Background: an optimization exercise with open tools, aiming at small area, a short achievable clock period and few clock cycles per item. Do not read the settings as production practice. In this exercise RTL edits were held to simulation tests only and were not proved equivalent to the original. Power figures rest on the tool's default switching activity, not on a simulated workload.

Design newton_square_root_top, start of the top module:
module newton_square_root_top (
   input  logic               clock,
   input  logic               reset,
   input  logic               req_valid,
   output logic               req_stall,
   input  logic signed [31:0] req_radicand,
   output logic               rsp_valid,
   input  logic               rsp_stall,
   output logic signed [31:0] rsp_root,
   output logic [6:0]         rsp_steps_taken,
   output logic               rsp_negative_input,
   input  logic               csr_write_enable,
   input  logic [31:0]        csr_write_data
);
For scale: about 3,500 cells after synthesis, roughly 310 flip-flops, about 110 I/O pins, roughly 0.028 mm^2 of cells after synthesis.
==> flow/config.mk <==
export PLATFORM = sky130hd
export DESIGN_NAME = newton_square_root_top
export DESIGN_NICKNAME = newton_square_root_top
export VERILOG_FILES = /design/flow/design.v
export SDC_FILE = /design/flow/constraint.sdc
export NUM_CORES = 4
export LEC_CHECK = 0
export CAP_MARGIN = 20
export CORE_MARGIN = 2
export CORE_UTILIZATION = 30
export SLEW_MARGIN = 20
export SETUP_SLACK_MARGIN = 7.0
==> flow/constraint.sdc <==
create_clock -name core_clock -period 11.0 [get_ports {clock}]
set_input_delay 2.2000 -clock core_clock [delete_from_list [all_inputs] [get_ports {clock}]]
set_output_delay 2.2000 -clock core_clock [all_outputs]
set_load 0.01 [all_outputs]
standard.sh (not shown) runs the stock make flow with config.mk's settings and CLKGATE_MAP_FILE= SYNTH_SCRIPT=/design/flow/synth_recipe.tcl, a recipe that flattens the netlist after the stock synthesis.
==> flow/flow/run.sh <==
#!/bin/bash
# The standard layout, with timing repair aiming well below the clock period.
set -euo pipefail
echo "export SETUP_SLACK_MARGIN = 7.0" >> config.mk
bash standard.sh > standard.log 2>&1
Testbench counts at the start, summed over its fixed seeds: cycles 32,568, items 640.
Change:
--- a/flow/design.v
+++ b/flow/design.v
@@ -68,36 +68,27 @@
    assign k_init = 4'(((5'd8 + half_bl) | 5'd1) + 5'd1 >> 1);
    logic [4:0] cnt_cur;     
    assign cnt_cur = fresh_ff ? 5'd26 - {k_init, 1'b0} : cnt_ff;
    logic        sq_done, c_pass;
    logic [33:0] acc_mag;
    logic        sq_idle;
    assign sq_idle = (sqm_ff == 17'd0) && !sqp_ff;
    assign sq_done = sq_idle && !accc_ff;
-   logic        bd_act_ff, bd_neg_ff, bd_two_ff;
-   logic [2:0]  bd_step, bd_upd, bd_init;
-   logic [2:0]  bd_one;    
-   always_comb begin
-      bd_step = {!(sqm_ff[3] == sqm_ff[2] && sqm_ff[2] == sqm_ff[1]),
-                 sqm_ff[3] && !(sqm_ff[2] && sqm_ff[1]),
-                 (sqm_ff[3] != sqm_ff[2]) && (sqm_ff[2] == sqm_ff[1])};
-      bd_upd  = {upd_d[2] || upd_d[1], upd_d[2], upd_d[2] && !upd_d[1]};
-      bd_init = {e0[1] || e0[0], e0[1], e0[1] && !e0[0]};
-      bd_one  = 3'b100;
-   end
-   logic        bd_neg;
+   logic        bd_neg, bd_two, bd_zero;
    logic [34:0] bd_add;
-   assign bd_neg  = bd_neg_ff;
-   assign bd_add  = (bd_two_ff ? {1'b0, sqw_ff, 1'b0} : {2'b00, sqw_ff}) ^ {35{bd_neg_ff}};
+   assign bd_neg  = sqm_ff[1] && !(sqm_ff[0] && sqp_ff);
+   assign bd_zero = (sqm_ff[1] == sqm_ff[0]) && (sqm_ff[0] == sqp_ff);
+   assign bd_two  = (sqm_ff[1] != sqm_ff[0]) && (sqm_ff[0] == sqp_ff);
+   assign bd_add  = (bd_two ? {1'b0, sqw_ff, 1'b0} : {2'b00, sqw_ff}) ^ {35{bd_neg}};
    logic [34:0] bd_term;
    logic [18:0] acc_lo_add;
    logic [16:0] acc_hi_add;
-   assign bd_term    = bd_act_ff ? bd_add : 35'd0;
-   assign acc_lo_add = {1'b0, acc_ff[17:0]} + {1'b0, bd_term[17:0]} + {18'd0, bd_act_ff && bd_neg_ff};
+   assign bd_term    = (sq_idle || bd_zero) ? 35'd0 : bd_add;
+   assign acc_lo_add = {1'b0, acc_ff[17:0]} + {1'b0, bd_term[17:0]} + {18'd0, bd_neg && !sq_idle && !bd_zero};
    assign acc_hi_add = acc_ff[34:18] + bd_term[34:18] + {16'd0, accc_ff};
    assign acc_mag = acc_ff[33:0] ^ {34{acc_ff[34]}};
    assign c_pass  = {acc_mag, 1'b0} < {2'b00, tol_ff, acc_ff[34]};
    logic [1:0]  div_next;   
    logic [33:0] t1, t2, t3;
    logic        d1, d2, d3, div_first, div_last;
    logic [30:0] p_new;
    assign div_first = (cnt_ff == 5'd0);
@@ -146,36 +137,33 @@
    always_ff @(posedge clock) begin
       if (!sq_done) begin
          acc_ff  <= {acc_hi_add, acc_lo_add[17:0]};
          accc_ff <= acc_lo_add[18];
       end
       if (!sq_idle) begin
          sqp_ff <= sqm_ff[1];
          sqm_ff <= sqm_ff >> 2;
-         {bd_act_ff, bd_neg_ff, bd_two_ff} <= bd_step;
          sqw_ff <= sqw_ff << 2;
       end
       qf_bf_ff <= qf_bf;
       qf_bm_ff <= qf_bm;
       if (state_ff == S_INIT) begin
          fresh_ff <= 1'b1;
          accc_ff  <= 1'b0;
          sqp_ff   <= 1'b0;
          if (sa_ge1) begin
             acc_ff <= ~35'h0_4000_0000;
             big_ff <= e0[17] || |sa[30:18];
             sqm_ff <= e0[16:0];
-            {bd_act_ff, bd_neg_ff, bd_two_ff} <= bd_init;
             sqw_ff <= {16'd0, e0[16:0]};
          end else begin
             acc_ff <= ~{3'd0, sa[15:0], 16'd0};
             big_ff <= 1'b0;
             sqm_ff <= 17'd1;
-            {bd_act_ff, bd_neg_ff, bd_two_ff} <= bd_one;
             sqw_ff <= 33'h1_0000_0000;
          end
       end
       if (reset) begin
          state_ff <= S_IDLE;
       end else begin
          unique case (state_ff)
             S_IDLE: begin
@@ -217,33 +205,31 @@
                p_ff     <= {9'd0, w_ff[31:8]};
                q_ff     <= '0;
                cnt_ff   <= '0;
                pend_ff  <= 1'b1;
                big_ff   <= |upd_d[30:18];
                acc_ff   <= ~{3'd0, upd_r};
                accc_ff  <= 1'b0;
                sqm_ff   <= upd_d[17:1];
-               {bd_act_ff, bd_neg_ff, bd_two_ff} <= bd_upd;
                sqw_ff   <= {16'd0, upd_d[17:1]};
                sqp_ff   <= 1'b0;
                state_ff <= S_DIV;
             end
             S_DIV: begin
                cnt_ff <= cnt_ff + 5'd1;
                q_ff   <= {q_ff[21:0], d2, d3 | (d1 & !d2)};
                p_ff   <= {p_new, div_next};
                if (div_first) x3_ff <= upd_s;
                if (pend_ff && chk_ready) begin
                   if (chk_pass) begin
                      state_ff <= S_OUT;
                   end else if (chk_le0) begin
                      state_ff <= S_CYC;
                      sqm_ff   <= 17'd1;
-                     {bd_act_ff, bd_neg_ff, bd_two_ff} <= bd_one;
                      sqw_ff   <= {1'b0, x_ff, 1'b1};
                      sqp_ff   <= 1'b0;
                   end else begin
                      pend_ff <= 1'b0;
                      if (div_last) state_ff <= S_UPD;
                   end
                end else if (!pend_ff && div_last) begin
                   state_ff <= S_UPD;
Wire length came out lower by 7.1%.
Clock power came out higher by about 10%.
Hold slack is worse by 0.011 ns.
Setup slack is better by 0.0087 ns.
Synthesized cell count came out lower by 4.8%.
Non-clock buffer count came out lower by 13.
Power came out higher by 22%.
Cell count came out lower by 4.7%.
Via count came out lower by 5.6%.
Design area came out lower by 2.2%.
Testbench counts after the change, summed over its fixed seeds: cycles 32,568, items 640.

==> port drivers added, routing unchanged <==
No port has a modelled driver above. Below, the same layouts with a new extraction and two added sets of constraints. Step 1 assumes that a clkbuf_16 drives the clock port and a buf_2 every other input. Step 2 moves the port delays by t, midway between the first and last clock arrival at a register: inputs arrive t later, outputs are due t later. That takes back most of the time a late clock gives input paths. a / b / c = ideal ports / drivers / drivers and shift; a / b = the first two.
run	t (ns)	setup slack, ns	worst setup path after step 2	latest minus earliest clock arrival (ns)	cell pins on the clock port's net
the first run	0.631	6.981 / 6.927 / 6.524	input to register	0.036 / 0.037	1
the second run	0.644	6.990 / 6.969 / 6.556	input to register	0.059 / 0.058	1
After both steps every run listed still meets setup and hold. For the first run, which loses most, drivers alone change the setup slack by -0.054 ns; drivers and shift together by -0.457 ns.
